Background: an optimization exercise with open tools, aiming at small area and a short achievable clock period. Do not read the settings as production practice. Only simulation tests tie the RTL to the original design; equivalence was not proved. The clock port is modelled as an ideal driver; clocking choices that lean on that would not hold on a real chip. No activity file was given, so power comes from the tool's default toggle rates.

==> flow/design.v <==
package pmu_pkg;
    typedef enum logic [1:0] {
        HTRANS_IDLE   = 2'b00,
        HTRANS_BUSY   = 2'b01,
        HTRANS_NONSEQ = 2'b10,
        HTRANS_SEQ    = 2'b11
    } htrans_t;
    typedef enum logic {
        HRESP_OKAY  = 1'b0,
        HRESP_ERROR = 1'b1
    } hresp_t;
    typedef logic [32-1:0] reg_word_t;
    typedef logic [$clog2(12)-1:0] reg_idx_t;
    typedef logic [9-1:0] event_vec_t;
    typedef reg_word_t [12-1:0] reg_bank_t;
endpackage
module pmu_cnt_slice4 (
    input  logic       T,
    input  logic       h,
    input  logic       we,
    input  logic [3:0] q,
    input  logic [3:0] w,
    output logic [3:0] d,
    output logic       gn
);
    logic [3:0] tn;
    assign tn[0] = ~T;
    pmu_nand2 u_n1 (.a(T), .b(q[0]), .y(tn[1]));
    pmu_nand3 u_n2 (.a(T), .b(q[0]), .c(q[1]), .y(tn[2]));
    pmu_nand4 u_n3 (.a(T), .b(q[0]), .c(q[1]), .d(q[2]), .y(tn[3]));
    for (genvar i = 0; i < 4; i++) begin : g_b
        pmu_cnt_bit u_b (.tn(tn[i]), .h(h), .we(we), .q(q[i]), .w(w[i]), .d(d[i]));
    end
    pmu_nand4 u_g (.a(q[0]), .b(q[1]), .c(q[2]), .d(q[3]), .y(gn));
endmodule
module pmu_cnt_bit (
    input  logic tn,
    input  logic h,
    input  logic we,
    input  logic q,
    input  logic w,
    output logic d
);
    logic x;
    pmu_a22o  u_x (.a1(h), .a2(q), .b1(we), .b2(w), .y(x));
    pmu_xnor2 u_d (.a(x), .b(tn), .y(d));
endmodule
module pmu_a22oi (input logic a1, input logic a2, input logic b1, input logic b2, output logic y);
    assign y = ~((a1 & a2) | (b1 & b2));
endmodule
module pmu_a22o (input logic a1, input logic a2, input logic b1, input logic b2, output logic y);
    assign y = (a1 & a2) | (b1 & b2);
endmodule
module pmu_xnor2 (input logic a, input logic b, output logic y);
    assign y = ~(a ^ b);
endmodule
module pmu_and2 (input logic a, input logic b, output logic y);
    assign y = a & b;
endmodule
module pmu_nand2 (input logic a, input logic b, output logic y);
    assign y = ~(a & b);
endmodule
module pmu_nand3 (input logic a, input logic b, input logic c, output logic y);
    assign y = ~(a & b & c);
endmodule
module pmu_nand4 (input logic a, input logic b, input logic c, input logic d, output logic y);
    assign y = ~(a & b & c & d);
endmodule
module pmu_nor2 (input logic a, input logic b, output logic y);
    assign y = ~(a | b);
endmodule
module pmu_nor3 (input logic a, input logic b, input logic c, output logic y);
    assign y = ~(a | b | c);
endmodule
module pmu_nor4 (input logic a, input logic b, input logic c, input logic d, output logic y);
    assign y = ~(a | b | c | d);
endmodule
module pmu_or2 (input logic a, input logic b, output logic y);
    assign y = a | b;
endmodule
module pmu_and3 (input logic a, input logic b, input logic c, output logic y);
    assign y = a & b & c;
endmodule
module pmu_cnt_carry (
    input  logic       e,
    input  logic       f,
    input  logic [7:0] gn,
    output logic [7:0] T
);
    logic [3:1] lo;
    logic [7:5] hi;
    assign T[0]  = e;
    assign lo[1] = ~gn[0];
    pmu_nor2 u_l2 (.a(gn[0]), .b(gn[1]), .y(lo[2]));
    pmu_nor3 u_l3 (.a(gn[0]), .b(gn[1]), .c(gn[2]), .y(lo[3]));
    assign hi[5] = ~gn[4];
    pmu_nor2 u_h6 (.a(gn[4]), .b(gn[5]), .y(hi[6]));
    pmu_nor3 u_h7 (.a(gn[4]), .b(gn[5]), .c(gn[6]), .y(hi[7]));
    for (genvar j = 1; j < 4; j++) begin : g_tl
        pmu_and2 u_t (.a(e), .b(lo[j]), .y(T[j]));
    end
    pmu_and2 u_t4 (.a(e), .b(f), .y(T[4]));
    for (genvar j = 5; j < 8; j++) begin : g_th
        pmu_and3 u_t (.a(e), .b(f), .c(hi[j]), .y(T[j]));
    end
endmodule
module pmu_rd6 (
    input  logic [5:0] d,
    input  logic [5:0] s,
    output logic       y
);
    logic [2:0] p;
    assign p[0] = ~((d[0] & s[0]) | (d[1] & s[1]));
    assign p[1] = ~((d[2] & s[2]) | (d[3] & s[3]));
    assign p[2] = ~((d[4] & s[4]) | (d[5] & s[5]));
    assign y = ~&p;
endmodule
module pmu_rd_bit (
    input  logic [11:0] d,
    input  logic [11:0] s,
    output logic        yn
);
    logic [1:0] n;
    pmu_rd6 u_lo (.d(d[5:0]),  .s(s[5:0]),  .y(n[0]));
    pmu_rd6 u_hi (.d(d[11:6]), .s(s[11:6]), .y(n[1]));
    pmu_nor2 u_o (.a(n[0]), .b(n[1]), .y(yn));
endmodule
module pmu_and16 (
    input  logic [15:0] a,
    output logic        y
);
    logic [3:0] n;
    logic [1:0] m;
    for (genvar i = 0; i < 4; i++) begin : g_n
        pmu_nand4 u_n (.a(a[4*i]), .b(a[4*i+1]), .c(a[4*i+2]), .d(a[4*i+3]), .y(n[i]));
    end
    pmu_nor2 u_m0 (.a(n[0]), .b(n[1]), .y(m[0]));
    pmu_nor2 u_m1 (.a(n[2]), .b(n[3]), .y(m[1]));
    pmu_and2 u_y (.a(m[0]), .b(m[1]), .y(y));
endmodule
module pmu_ahb (
    input  logic                       clk_i,
    input  logic                       rstn_i,
    input  logic                       hsel_i,
    input  logic                       hreadyi_i,
    input  logic [32-1:0] haddr_i,
    input  logic                       hwrite_i,
    input  logic [1:0]                 htrans_i,
    input  logic [32-1:0]   hwdata_i,
    output logic                       hreadyo_o,
    output logic                       hresp_o,
    output logic [32-1:0]   hrdata_o,
    input  logic [9-1:0]  events_i,
    output logic                       intr_overflow_o
);
    localparam int W  = 32;
    localparam int NC = 9;
    logic       addr_valid;
    logic [3:0] addr_idx;
    logic [11:0] wr;
    assign addr_valid = hsel_i && hreadyi_i && htrans_i[1];
    assign addr_idx   = haddr_i[5:2];
    logic [11:0] wr_d;
    for (genvar i = 0; i < 12; i++) begin : g_wr_d
        assign wr_d[i] = addr_valid && hwrite_i && (addr_idx == 4'(i));
    end
    always_ff @(posedge clk_i or negedge rstn_i) begin
        if (!rstn_i) begin
            wr <= '0;
        end else begin
            wr <= wr_d;
        end
    end
    logic [W-1:0]  cfg_q, cfg_d;
    logic [W-1:0]  cnt_q [NC];
    logic [W-1:0]  cnt_d [NC];
    logic [W-1:0]  st_q, st_d;
    logic [W-1:0]  mask_q, mask_d;
    logic [NC-1:0] wrap;
    logic en, clr;
    assign en  = cfg_q[0];
    assign clr = cfg_q[1];
    logic wlo;
    pmu_and16 u_wlo (.a(hwdata_i[15:0]), .y(wlo));
    logic [NC-1:0] lo_q, lo_d;
    logic [NC-1:0] ce_q, ce_d;
    for (genvar k = 0; k < NC; k++) begin : g_ce
        assign ce_d[k] = cfg_d[0] && !cfg_d[1] && !wr_d[1+k];
    end
    for (genvar k = 0; k < NC; k++) begin : g_cnt
        logic       hold, ev, tick, lo_inc;
        logic [7:0] grpn, T;
        assign hold    = !wr[1+k] && !clr;
        assign ev      = en && events_i[k];
        pmu_and2 u_tick (.a(ce_q[k]), .b(events_i[k]), .y(tick));
        assign wrap[k] = tick && lo_q[k] && !(|grpn[7:4]);
        assign lo_inc  = !cnt_q[k][0] && (&cnt_q[k][3:1]) && !(|grpn[3:1]);
        assign lo_d[k] = wr[1+k] ? wlo : (hold && (ev ? lo_inc : lo_q[k]));
        pmu_cnt_carry u_carry (
            .e  (tick),
            .f  (lo_q[k]),
            .gn (grpn),
            .T  (T)
        );
        for (genvar j = 0; j < 8; j++) begin : g_slice
            pmu_cnt_slice4 u_slice (
                .T  (T[j]),
                .h  (hold),
                .we (wr[1+k]),
                .q  (cnt_q[k][4*j +: 4]),
                .w  (hwdata_i[4*j +: 4]),
                .d  (cnt_d[k][4*j +: 4]),
                .gn (grpn[j])
            );
        end
    end
    assign cfg_d  = wr[0]  ? hwdata_i : cfg_q;
    assign st_d   = (wr[10] ? hwdata_i : st_q) | W'(wrap);
    assign mask_d = wr[11] ? hwdata_i : mask_q;
    logic [11:0]  rsel;
    logic [3:0]   sel_lo;
    logic [2:0]   sel_hi;
    logic [W-1:0] rdn_d, rdn_q;
    for (genvar i = 0; i < 4; i++) begin : g_sel_lo
        assign sel_lo[i] = (addr_idx[1:0] == 2'(i));
    end
    for (genvar i = 0; i < 3; i++) begin : g_sel_hi
        assign sel_hi[i] = (addr_idx[3:2] == 2'(i));
    end
    logic [11:0]  rsel_b;
    for (genvar i = 0; i < 12; i++) begin : g_rsel
        pmu_and2 u_sel   (.a(sel_lo[i % 4]), .b(sel_hi[i / 4]), .y(rsel[i]));
        pmu_and2 u_sel_b (.a(sel_lo[i % 4]), .b(sel_hi[i / 4]), .y(rsel_b[i]));
    end
    for (genvar b = 0; b < W; b++) begin : g_rd
        logic [11:0] col;
        assign col[0]  = cfg_d[b];
        for (genvar k = 0; k < NC; k++) begin : g_col
            assign col[1+k] = cnt_d[k][b];
        end
        assign col[10] = st_d[b];
        assign col[11] = mask_d[b];
        pmu_rd_bit u_rd (
            .d (col),
            .s (b < W/2 ? rsel : rsel_b),
            .yn (rdn_d[b])
        );
    end
    logic intr_q;
    always_ff @(posedge clk_i or negedge rstn_i) begin
        if (!rstn_i) begin
            cfg_q  <= '0;
            st_q   <= '0;
            mask_q <= '0;
            rdn_q  <= '0;
            lo_q   <= '0;
            ce_q   <= '0;
            intr_q <= 1'b0;
        end else begin
            cfg_q  <= cfg_d;
            st_q   <= st_d;
            mask_q <= mask_d;
            rdn_q  <= rdn_d;
            lo_q   <= lo_d;
            ce_q   <= ce_d;
            intr_q <= |(st_d[NC-1:0] & mask_d[NC-1:0]);
        end
    end
    for (genvar k = 0; k < NC; k++) begin : g_cnt_ff
        always_ff @(posedge clk_i or negedge rstn_i) begin
            if (!rstn_i) cnt_q[k] <= '0;
            else         cnt_q[k] <= cnt_d[k];
        end
    end
    assign hrdata_o        = ~rdn_q;
    assign intr_overflow_o = intr_q;
    assign hreadyo_o       = 1'b1;
    assign hresp_o         = 1'b0;
endmodule
export LEC_CHECK = 0
export CAP_MARGIN = 20
export CORE_MARGIN = 2
export CORE_UTILIZATION = 60
export CTS_CLUSTER_DIAMETER = 80
export CTS_CLUSTER_SIZE = 24
export SETUP_SLACK_MARGIN = 3.0
export SLEW_MARGIN = 20
export SYNTH_HIERARCHICAL = 1
export SYNTH_MINIMUM_KEEP_SIZE = 0
export TNS_END_PERCENT = 10
create_clock -name core_clock -period 5.0 [get_ports {clk_i}]
standard.sh (not shown) runs the stock make flow with config.mk's settings and CLKGATE_MAP_FILE= SYNTH_SCRIPT=/design/flow/synth_recipe.tcl, a recipe that flattens the netlist after the stock synthesis.
==> flow/flow/run.sh <==
#!/bin/bash
set -euo pipefail
here=$(pwd)
bash standard.sh "BUFFER_PORTS_ARGS=-buffer_cell sky130_fd_sc_hd__buf_2" \
  "POST_CTS_TCL=$here/flow/post_cts.tcl" finish > standard.log 2>&1
==> flow/flow/noroot.tcl <==
proc drop_clock_root {} {
  set block [ord::get_db_block]
  set root [$block findInst clkbuf_0_clk_i]
  if {$root == "NULL"} { error "no clock root buffer" }
  set innet [[$root findITerm A] getNet]
  set outnet [[$root findITerm X] getNet]
  set loads {}
  foreach it [$outnet getITerms] {
    if {[$it getInst] != $root} { lappend loads $it }
  }
  if {[llength $loads] > 4} {
    puts "drop_clock_root: root drives [llength $loads] cells, more than the port may; tree left as is"
    return
  }
  foreach it $loads { $it disconnect; $it connect $innet }
  [$root findITerm A] disconnect
  [$root findITerm X] disconnect
  odb::dbInst_destroy $root
  odb::dbNet_destroy $outnet
  puts "drop_clock_root: port now drives [llength $loads] buffers"
}
==> flow/flow/post_cts.tcl <==
# ORFS POST_CTS hook: take out the clock tree's root buffer, so the clock
# port drives the tree's first level directly, then let the CTS step's
# timing repair and legalization run again on the shorter tree.
source [file join [file dirname [info script]] noroot.tcl]
drop_clock_root
estimate_parasitics -placement
repair_timing_helper -setup_margin 3.1
detailed_placement
check_placement -verbose
estimate_parasitics -placement
report_clock_skew
report_worst_slack
Edit:
--- a/flow/config.mk
+++ b/flow/config.mk
@@ -13 +13 @@
-export SETUP_SLACK_MARGIN = 3.0
+export SETUP_SLACK_MARGIN = 2.8
After rerunning: The new run finished with timing, DRC and antenna clean; sequential cell count stays the same; register-to-register slack loses 0.08 ns; total power is lower by 2.5%; synthesized area stays the same; utilization is lower by 2.7 points; die area is unchanged.
Edit:
--- a/flow/config.mk
+++ b/flow/config.mk
@@ -10 +10 @@
-export CORE_UTILIZATION = 60
+export CORE_UTILIZATION = 70
The new run completed without violations.
Combinational power came out lower by 3.2%.
Global-route usage came out higher by 4.1 points.
Total power came out lower by 3.9%.
Count of clock-buffer cells in the layout came out lower by 4.
First-iteration DRC count came out lower by 1.0%.
Routed wire length came out lower by 2.9%.
Setup slack gets worse by 0.041 ns.
Cell area came out lower by 1.0%.
Die area came out lower by 14%.
Clock skew came out higher by 0.0067 ns.
Flip-flop and latch count does not change.

==> separate check: timing with driven ports <==
How much do the figures lean on ideal ports? The routed layouts below were timed once more, with nothing changed but the port constraints. Step 1 sets driving cells, clkbuf_16 on the clock port and buf_2 on the other inputs (assumed; they add their load-dependent delay and slew). Step 2 times the ports against the registers' clock, not the clock port: input delays grow and output delays shrink by t, the midpoint of the rising clock arrivals with the driver on. a / b / c = ideal / step 1 / step 2; a / b = the first two.
run	shift t [ns]	setup slack, ns	slew at the worst register clock pin (ns)
the first run	0.506	2.919 / 2.852 / 2.451	0.10 / 0.10
the second run	0.502	2.872 / 2.894 / 2.425	0.10 / 0.10
the third run	0.486	2.831 / 2.873 / 2.389	0.10 / 0.10
After both steps setup and hold are still met in every run listed. For the first run, which loses most, drivers alone change the setup slack by -0.067 ns; drivers and shift together by -0.468 ns.
